Background: an optimization exercise with open tools, aiming at small area, a short achievable clock period and few clock cycles per item. Do not read the settings as production practice.
Where RTL was checked, it was by simulation tests only, not by an equivalence proof against the original.

== v14 ==
// sw_core
module sw_core (
    input  logic        clk,
    input  logic        rst,
    input  logic        i_valid,
    input  logic [31:0] i_ref_seq,
    input  logic [15:0] i_read_seq,
    input  logic [4:0]  i_ref_len,
    input  logic [3:0]  i_read_len,
    input  logic        i_ready,
    output logic        o_ready,
    output logic        o_valid,
    output logic [9:0]  o_score,
    output logic [2:0]  o_row,
    output logic [3:0]  o_column
);
clock: 13.0 ns
lec_check: 0
abc_area: 1
cap_margin: 20
core_margin: 2
core_utilization: 65
slew_margin: 20
run.sh (not shown) runs the stock make flow with config.mk's settings and CLKGATE_MAP_FILE= SYNTH_SCRIPT=/design/flow/synth_recipe.tcl, a recipe that flattens the netlist after the stock synthesis.
What v24 does differently from v14 at the input level:
# v14
export LEC_CHECK = 0
export ABC_AREA = 1
export CAP_MARGIN = 20
export CORE_MARGIN = 2
export CORE_UTILIZATION = 65
export SLEW_MARGIN = 20
create_clock -name core_clock -period 13.0 [get_ports {clk}]
# v24
export LEC_CHECK = 0
export ABC_AREA = 1
export CAP_MARGIN = 20
export CORE_MARGIN = 2
export CORE_UTILIZATION = 40
export SLEW_MARGIN = 20
create_clock -name core_clock -period 13.0 [get_ports {clk}]
Notes after the runs:
No stage failed in v24, and the final checks on the layout all came back clean.
v24 does better than v14 on minimum period implied by the final worst setup slack.
Delta (v24 minus v14): required time at the endpoint of the critical path up 0.02 ns.
Side by side, maximum clock rate turned out higher in v24 than in v14.
As far as total grt overflow goes, v24 and v14 are indistinguishable; the numbers are identical.
Number of DRC markers after the initial detailed-route iteration, v24 and v14: smaller value in v24
| met1 track demand over resource | lower: v24 |
Between v24 and v14, it is v24 whose tapcell count is higher, by 62%.
Diff v24..v14 | async set-or-reset flop fraction in the synthesized netlist | negligible
Comparing v24 and v14, the higher sequential share of layout area is on v14.
Here is what was changed in the inputs of v46 compared with v24.
# v24
export LEC_CHECK = 0
export ABC_AREA = 1
export CAP_MARGIN = 20
export CORE_MARGIN = 2
export CORE_UTILIZATION = 40
export SLEW_MARGIN = 20
create_clock -name core_clock -period 13.0 [get_ports {clk}]
# v46
export LEC_CHECK = 0
export ABC_AREA = 1
export CAP_MARGIN = 20
export CORE_MARGIN = 2
export CORE_UTILIZATION = 80
export SLEW_MARGIN = 20
create_clock -name core_clock -period 13.0 [get_ports {clk}]
==> notes.md <==
- Of the two values seen for cell at the slowest stage of the critical path, sky130_fd_sc_hd__nor2_2 was produced by v46 and sky130_fd_sc_hd__dfxtp_1 by v24.
- Going from v24 to v46, clock period minus final worst setup slack rose by 0.60 ns, setup slack fell by 0.60 ns, iteration count of the initial detailed-routing pass rose by 17.
- Actual slew at the worst max-slew pin, v46 and v24, lower one = v24.
- Routing usage on met2: v46 vs v24 up 38 points
- Re cell area after synthesis: no difference whatsoever between v46 and v24.
- Higher post-route cell area was reported by v24, not v46.
- Register-to-register slack (higher): v24
- Compare v46 and v24 | wire length lower: v24
- In the reports for v46 and v24, the larger depth of the worst register-to-register path belongs to v46.
No functional check of the RTL was part of any run of this note.

========
== try-ember ==
Another version of the RTL of sw_core (not shown whole).
Size in the first run: about 2400 cells after synthesis, about 150 flip-flops, about 80 I/O pins, ~0.015 mm² of cells after synthesis.
clock: 13.0 ns
lec_check: 0
abc_area: 1
cap_margin: 20
core_margin: 2
core_utilization: 50
cts_buf_list: sky130_fd_sc_hd__clkbuf_8
slew_margin: 20
Testbench counts of try-ember, summed over its fixed seeds: cycles 19,677, jobs 1,600.
## Diff of input files: try-raven against try-ember
diff --git a/flow/config.mk b/flow/config.mk
--- a/flow/config.mk
+++ b/flow/config.mk
@@ -10,4 +10,5 @@
 export CORE_MARGIN = 2
-export CORE_UTILIZATION = 50
+export CORE_UTILIZATION = 40
 export CTS_BUF_LIST = sky130_fd_sc_hd__clkbuf_8
+export PLACE_DENSITY = 0.8
 export SLEW_MARGIN = 20
[summary]
try-raven against try-ember: highest cell delay on the worst timing path saw an increase; die area rose by 0.0075 mm²; routed wire length fell 2.3 mm; number of instances in the placed design now larger; minimum clock period after layout lower. The setup slack reported for try-raven is greater than that of try-ember by 0.051 ns. The flow did not stop early for try-raven: all stages ran, and the layout cleared the timing, design-rule and antenna checks. Number of maximum-capacitance constraint violations came out exactly the same in try-ember and try-raven. On synthesized cell count, try-ember tracks try-raven almost exactly.
--- input diff try-raven..try-umber ---
diff --git a/flow/config.mk b/flow/config.mk
--- a/flow/config.mk
+++ b/flow/config.mk
@@ -7,3 +7,3 @@
 export LEC_CHECK = 0
-export ABC_AREA = 1
+export ABC_AREA = 0
 export CAP_MARGIN = 20
@@ -12,3 +12,2 @@
 export CTS_BUF_LIST = sky130_fd_sc_hd__clkbuf_8
-export PLACE_DENSITY = 0.8
 export SLEW_MARGIN = 20
[summary]
The higher met3 wire length of try-raven and try-umber is in try-umber. In the flow results for try-raven and try-umber, the area of placed instances is larger on try-umber. try-raven → try-umber: utilization of the core after routing now sits at about the same level; wire length of the first global-routing pass went up 14 mm. | global router's overall resource usage | try-umber vs try-raven | 3.3 points higher |.
Modified inputs, try-sierra compared to try-umber
diff --git a/flow/config.mk b/flow/config.mk
--- a/flow/config.mk
+++ b/flow/config.mk
@@ -7,6 +7,6 @@
 export LEC_CHECK = 0
-export ABC_AREA = 0
+export ABC_AREA = 1
 export CAP_MARGIN = 20
 export CORE_MARGIN = 2
-export CORE_UTILIZATION = 40
+export CORE_UTILIZATION = 58
 export CTS_BUF_LIST = sky130_fd_sc_hd__clkbuf_8
### Flow results
Between try-sierra and try-umber, it is try-sierra whose area of the mapped netlist is lower, by about 7%.
Per the final summary, try-sierra finished and its layout is clean on timing, DRC and antenna.
Cmp try-umber and try-sierra / share of layout cells above drive strength 1 / higher: try-umber
Of try-sierra and try-umber, it is try-sierra that has the lower tap cell count.
Critical path launch point: loader_inst.o_match[3] -> try-sierra, array_inst.g_row[5].ht_q[0] -> try-umber
From try-umber to try-sierra the numbers moved as follows: core utilization rose 20 points; transition time at the pin with the least slew margin fell 0.087 ns.
In the reports for try-umber and try-sierra, the smaller worst setup slack before clock tree synthesis belongs to try-umber.
Going from try-umber to try-sierra, final routed wirelength across all metal layers shrank by more than 10%.
Combined global-route utilization of all metal layers came out higher on try-sierra than on try-umber.
Going from try-umber to try-sierra, the insertion delay of the later-clocked pin in the worst-skew pair was found to have gone down by 0.03 ns.
The inputs of try-fjord differ from those of try-sierra as listed below.
diff --git a/flow/config.mk b/flow/config.mk
--- a/flow/config.mk
+++ b/flow/config.mk
@@ -10,3 +10,3 @@
 export CORE_MARGIN = 2
-export CORE_UTILIZATION = 58
+export CORE_UTILIZATION = 40
 export CTS_BUF_LIST = sky130_fd_sc_hd__clkbuf_8
- Number of global-route vias before repair (try-fjord vs. try-sierra) increases slightly
- From try-sierra to try-fjord the numbers moved as follows: sequential portion of the cell area held steady, clock period minus worst slack shrank by 0.097 ns, minimum hold slack grew by 0.0038 ns, starting density of the core shrank by 18 points, headroom to the max-slew limit shrank by 0.32 points.

========
sw_core, a different RTL version from the one above (not shown whole).
Size: about 3000 cells after synthesis, about 140 flip-flops, about 80 I/O pins, ~18000 um2 of cells after synthesis.
Settings: LEC_CHECK=0, ABC_AREA=1, CAP_MARGIN=20, CORE_MARGIN=2, CORE_UTILIZATION=40, SLEW_MARGIN=20; clock period 13.0 ns.
Testbench counts at the start, summed over its fixed seeds: cycles 19,587, jobs 1,600.
==> next run, changes <==
Settings changed: ABC_AREA 1 to 0.
Clock skew went up by 0.014 ns.
Final area went up by 3.6%.
Worst hold slack improves by 0.0064 ns.
First-iteration DRC count rises by 1.5%.
Setup slack gets worse by 3.0 ns.
==> next run, changes <==
Settings changed: ABC_AREA 0 to 1, CORE_UTILIZATION 40 to 60.
The new run ran to the end with no violations.
Synthesized cell count is higher by 23%.
Design area shrinks by 4.8%.
Synthesized area goes down by 4.4%.

========
run 1:
sw_core, a different RTL version from the one above (not shown whole).
Size in the first run: roughly 2600 cells after synthesis, ~150 flip-flops, roughly 80 I/O pins, roughly 15000 µm² of cells after synthesis.
==> flow/config.mk <==
export PLATFORM = sky130hd
export DESIGN_NAME = sw_core
export DESIGN_NICKNAME = sw_core
export VERILOG_FILES = /design/flow/design.v
export SDC_FILE = /design/flow/constraint.sdc
export NUM_CORES = 4
export LEC_CHECK = 0
export ABC_AREA = 1
export CAP_MARGIN = 20
export CORE_MARGIN = 2
export CORE_UTILIZATION = 40
export SLEW_MARGIN = 20
==> flow/constraint.sdc <==
create_clock -name core_clock -period 13.0 [get_ports {clk}]
set_input_delay 2.6000 -clock core_clock [delete_from_list [all_inputs] [get_ports {clk}]]
set_output_delay 2.6000 -clock core_clock [all_outputs]
set_load 0.01 [all_outputs]
Here is what was changed in the inputs of run 2 compared with run 1.
- PLACE_DENSITY: unset -> 0.45
- CTS_BUF_LIST: unset -> sky130_fd_sc_hd__clkbuf_8
### Flow results
- Fmax, run 1 and run 2: higher on run 2
- The higher worst setup margin came out of run 2.
- Delta (run 2 minus run 1): area occupied by multi-input gates now sits at about the same level, final instance area down 0.97%, number of combinational gates with multiple inputs closely matched the old numbers, met2 layer wire length in the routed design shows an increase of 610 µm.
- The critical path depth number comes out lower for run 2 vs run 1.
- In run 2 the area fraction of clock buffers and clock inverters turned out 1.1 points lower than in run 1.
- On run 2: sum of routed wire length over all layers is 1400 µm higher than what run 1 gave.
For run 3, these inputs were changed with respect to run 2:
- changing PLACE_DENSITY from 0.45 to 0.8
--- outcome ---
- [compare] base=run 2 new=run 3: critical path depth now sits lower; clock network area share ~0 delta.
- Final-layout clock buffer total was lower in run 2 than in run 3.
- The routability congestion estimate reported for run 3 is greater than that of run 2 by 5.0%.
Function was not checked in any run of this note: the RTL went through the layout flow alone.

## port drivers added, routing unchanged
The flow's constraints put no driver on any port. The routed layouts listed below were extracted and timed again, unchanged, in two steps. Step 1, drivers: a clkbuf_16 drives clk and a buf_2 each remaining input, both assumed. Step 2, shift: input delay + t, output delay - t, t = (earliest + latest rising clock arrival at the registers) / 2. This alone moves slack from input paths to output paths. a / b / c = ideal ports / drivers / drivers and shift; a / b = the first two.
run | t (ns) | setup slack, ns | clock arrival spread, ns | pins driven straight from the clock port
v14 | 0.491 | 8.137 / 8.137 / 8.137 | 0.015 / 0.016 | 1
v24 | 0.504 | 8.343 / 8.343 / 8.343 | 0.014 / 0.013 | 1
v46 | 0.508 | 7.746 / 7.746 / 7.746 | 0.016 / 0.016 | 1
try-ember | 0.546 | 8.125 / 8.125 / 8.125 | 0.018 / 0.017 | 1
try-raven | 0.512 | 8.176 / 8.176 / 8.176 | 0.021 / 0.021 | 1
try-umber | 0.554 | 6.592 / 6.592 / 6.592 | 0.026 / 0.026 | 1
try-sierra | 0.528 | 8.091 / 8.091 / 8.091 | 0.028 / 0.029 | 1
try-fjord | 0.549 | 8.188 / 8.188 / 8.188 | 0.019 / 0.018 | 1
the first run of note 3 | 0.526 | 6.038 / 6.038 / 6.038 | 0.010 / 0.009 | 1
the second run of note 3 | 0.549 | 3.047 / 3.047 / 3.047 | 0.023 / 0.024 | 1
the third run of note 3 | 0.506 | 6.109 / 6.109 / 6.109 | 0.013 / 0.013 | 1
run 1 | 0.506 | 8.258 / 8.258 / 8.258 | 0.012 / 0.011 | 1
run 2 | 0.553 | 8.309 / 8.309 / 8.309 | 0.023 / 0.023 | 1
run 3 | 0.538 | 8.393 / 8.393 / 8.393 | 0.023 / 0.023 | 1
After both steps every run listed still meets setup and hold.
